Source: an optimization exercise on an open RTL-to-GDS flow (aim: small area). Production flows keep margins and buffers that such runs may drop.
Function was checked by simulation only, so behaviour that the tests miss may differ from the original.
No driver is modelled on the clock port, so clocking that relies on it looks cheaper here than on a real chip.
Power is estimated from default activity; no workload was simulated.

rev 12:
// lc4_top
module lc4_top (
   input  logic        clk,
   input  logic        i_reset,
   output logic [15:0] o_imem_addr,
   input  logic [15:0] i_imem_data,
   output logic [15:0] o_dmem_addr,
   output logic        o_dmem_we,
   output logic [15:0] o_dmem_wdata,
   input  logic [15:0] i_dmem_data,
   output logic        o_retire_valid,
   output logic [15:0] o_retire_pc,
   output logic [15:0] o_retire_insn,
   output logic        o_retire_rf_we,
   output logic [2:0]  o_retire_wsel,
   output logic [15:0] o_retire_wdata
);
   logic [2:0]        ph;       
   logic              clr;      
   logic              second;   
   logic [15:0]       pc;
   logic [1:0]        cc;       
   logic [15:0]       rf [0:7];
   logic [1:0]        lo [0:7];   
   logic [15:0]       w;        
   logic [15:0]       d;        
   logic              c;        
   logic [15:0] insn;
   logic [3:0]  op;
  ...
For scale: ~530 cells after synthesis, about 180 flip-flops, about 140 I/O pins, about 5900 µm² of cells after synthesis.
export LEC_CHECK = 0
export ABC_AREA = 1
export CAP_MARGIN = 0
export CORE_MARGIN = 2
export CORE_UTILIZATION = 75
export CTS_BUF_LIST = sky130_fd_sc_hd__clkbuf_8
export SLEW_MARGIN = 0
create_clock -name core_clock -period 6.0 [get_ports {clk}]
standard.sh (not shown) runs the stock make flow with config.mk's settings and CLKGATE_MAP_FILE= SYNTH_SCRIPT=/design/flow/synth_recipe.tcl, a recipe that flattens the netlist after the stock synthesis.
==> flow/flow/run.sh <==
#!/bin/bash
# The standard layout (standard.sh) with these changes:
# - synthesis maps the combinational logic with several area-oriented ABC scripts and keeps
#   the smallest result (flow/synth.tcl around synth_recipe.tcl; registers are unchanged);
# - every port is buffered by the smallest buffer cell, and a buffer that synthesis put on a
#   wire from an input port to an output port is dropped once both ports have their own
#   buffer (flow/post_gpl.tcl);
# - the clock tree is a balanced two-level tree of clkbuf_8 cells built before CTS
#   (flow/pre_cts.tcl, flow/clock_tree.tcl).
# ORFS writes each step's full log under orfs/logs; make's own output goes to standard_flow.log.
set -euo pipefail
here=$(pwd)
export AREA_ABC_SCRIPTS="$(ls $here/flow/a*.abc | tr '\n' ' ')"
export AREA_ABC_REPORT=$here/abc_area.txt
export FLOW_SYNTH_TCL=$here/synth_recipe.tcl
export CLOCK_TREE_TCL=$here/flow/clock_tree.tcl
export CLOCK_TREE_LEAVES=11
bash standard.sh "SYNTH_SCRIPT=$here/flow/synth.tcl" \
  "BUFFER_PORTS_ARGS=-buffer_cell sky130_fd_sc_hd__buf_1" \
  "POST_GLOBAL_PLACE_TCL=$here/flow/post_gpl.tcl" \
  "PRE_CTS_TCL=$here/flow/pre_cts.tcl" \
  "CTS_ARGS=-sink_clustering_enable -repair_clock_nets -buf_list sky130_fd_sc_hd__clkbuf_8 -dont_use_dummy_load" \
  finish > standard_flow.log 2>&1
Other scripts of this flow, unchanged in this note and not shown: flow/flow/a1.abc, flow/flow/a2.abc, flow/flow/a3.abc, flow/flow/a4.abc, flow/flow/a5.abc, flow/flow/a6.abc, flow/flow/a7.abc, flow/flow/a8.abc, flow/flow/a9.abc, flow/flow/clock_tree.tcl, flow/flow/post_gpl.tcl, flow/flow/pre_cts.tcl, flow/flow/synth.tcl
Rev 12: PASS, flow complete, no timing, DRC or antenna violations
> inputs changed (rev 12 -> rev 13)
# rev 12
export LEC_CHECK = 0
export ABC_AREA = 1
export CAP_MARGIN = 0
export CORE_MARGIN = 2
export CORE_UTILIZATION = 75
export CTS_BUF_LIST = sky130_fd_sc_hd__clkbuf_8
export SLEW_MARGIN = 0
create_clock -name core_clock -period 6.0 [get_ports {clk}]
# rev 13
export LEC_CHECK = 0
export ABC_AREA = 1
export CAP_MARGIN = 0
export CORE_MARGIN = 2
export CORE_UTILIZATION = 60
export CTS_BUF_LIST = sky130_fd_sc_hd__clkbuf_8
export SLEW_MARGIN = 0
create_clock -name core_clock -period 6.0 [get_ports {clk}]
--- outcome ---
Of the two candidates, rev 12 has the better cell area and rev 13 the worse one. Looking at rev 13 and rev 12, the proportion of power drawn by combinational gates is a wash. The lower sequential share of cell area came out of rev 13. Relative to rev 12, power has decreased by 0.69% in rev 13. Changes observed in rev 13 relative to rev 12: via count decreased by 303 relative to the old numbers, register-to-register path setup slack rose 0.30 ns. Across both runs, routed wire length was lower for rev 13 than for rev 12. Number of placed instances with taps included: lower on rev 12. Re setup slack: rev 12 was higher than rev 13.

* * *

Setup of v23:
lc4_top, a different RTL version from the one above (not shown whole).
Size: ~660 cells after synthesis, about 140 I/O pins.
Settings: LEC_CHECK=0, CAP_MARGIN=20, CORE_MARGIN=2, CORE_UTILIZATION=40, SLEW_MARGIN=20; clock period 6.0 ns.
run.sh (not shown) runs the stock make flow with config.mk's settings and CLKGATE_MAP_FILE= SYNTH_SCRIPT=/design/flow/synth_recipe.tcl, a recipe that flattens the netlist after the stock synthesis.
Stock flow here: none of the scripts above is used.
Both conditions hold for v23: the flow ran to the end and the final layout passed the timing, design-rule and antenna checks.
Setup changes, v23 to v33
-- flow/config.mk --
<<< v23, line 8
>>> v33, line 8
export ABC_AREA = 1
<<< v23, line 11
>>> v33, line 12
export CTS_BUF_LIST = sky130_fd_sc_hd__clkbuf_8
export CTS_CLUSTER_DIAMETER = 100
export CTS_CLUSTER_SIZE = 30
Findings:
Power share of the sequential group: v33 > v23. Est. power | v33 vs v23 | v33 lower. Going from v23 to v33, switching power shrinks by 7.0%.
Input-level comparison between v50 and v33:
==> flow/flow/run.sh (new file) <==
#!/bin/bash
# standard layout, with every port buffered by the smallest buffer cell
set -euo pipefail
bash standard.sh "BUFFER_PORTS_ARGS=-buffer_cell sky130_fd_sc_hd__buf_1" finish > standard_flow.log 2>&1
==> flow/standard.sh (new file) <==
#!/bin/bash
# synth_recipe.tcl (not shown) runs the flow's synth.tcl, then flattens the netlist and writes it again
# the make line also repeats each setting of config.mk as NAME=value (left out here)
make -C /OpenROAD-flow-scripts/flow DESIGN_CONFIG=/design/flow/config.mk WORK_HOME=/design/flow/orfs CLKGATE_MAP_FILE= SYNTH_SCRIPT=/design/flow/synth_recipe.tcl "${@:-finish}"
removed: flow/run.sh
Findings:
Taking v33 as the reference point, the utilization after layout of v50 falls by 5.9 points. Between v50 and v33, it is v50 whose power density over the cells is higher, by 6.1%. Compared with v33, v50 shows post-route clock period utilization lower by 7.0 points. Relative to v33, relative contribution of the clock network to total power decreased by 2.2 points in v50. Route | v50 vs v33 | wire shorter in v50. Lower total track usage was reported by v50, not v33. Between v33 and v50, internal portion of total power decreased.

-- afterwards: timing with drivers on the ports --
How much do the figures lean on ideal ports? The routed layouts below were timed once more, with nothing changed but the port constraints.
Step 1 (the two cells are an assumption about what drives the block):
set clk [get_ports {clk}]
set_driving_cell -lib_cell sky130_fd_sc_hd__clkbuf_16 $clk
set_driving_cell -lib_cell sky130_fd_sc_hd__buf_2 [delete_from_list [all_inputs] $clk]
Step 2 also shifts input and output timing later by t, the mid clock arrival at the registers, as if the neighbouring blocks saw the same clock.
a / b / c = no drivers / after step 1 / after step 2; a / b = the first two.
run	t, ns	setup WS [ns]	worst hold slack (ns)	worst setup path at the end	worst slew at a driven data input, ns
rev 12	0.446	0.202 / 0.177 / 0.011	0.326 / 0.326 / 0.326	input to register	0.04
rev 13	0.448	0.185 / 0.161 / 0.161	0.327 / 0.327 / 0.327	input to output	0.03
v23	0.459	0.203 / 0.179 / 0.179	0.320 / 0.320 / 0.320	input to output	0.04
v33	0.483	0.290 / 0.261 / 0.261	0.326 / 0.326 / 0.326	input to output	0.05
v50	0.482	0.710 / 0.687 / 0.687	0.319 / 0.319 / 0.319	input to output	0.04
After both steps setup and hold are still met in every run listed. For rev 12, which loses most, drivers alone change the setup slack by -0.025 ns; drivers and shift together by -0.191 ns.
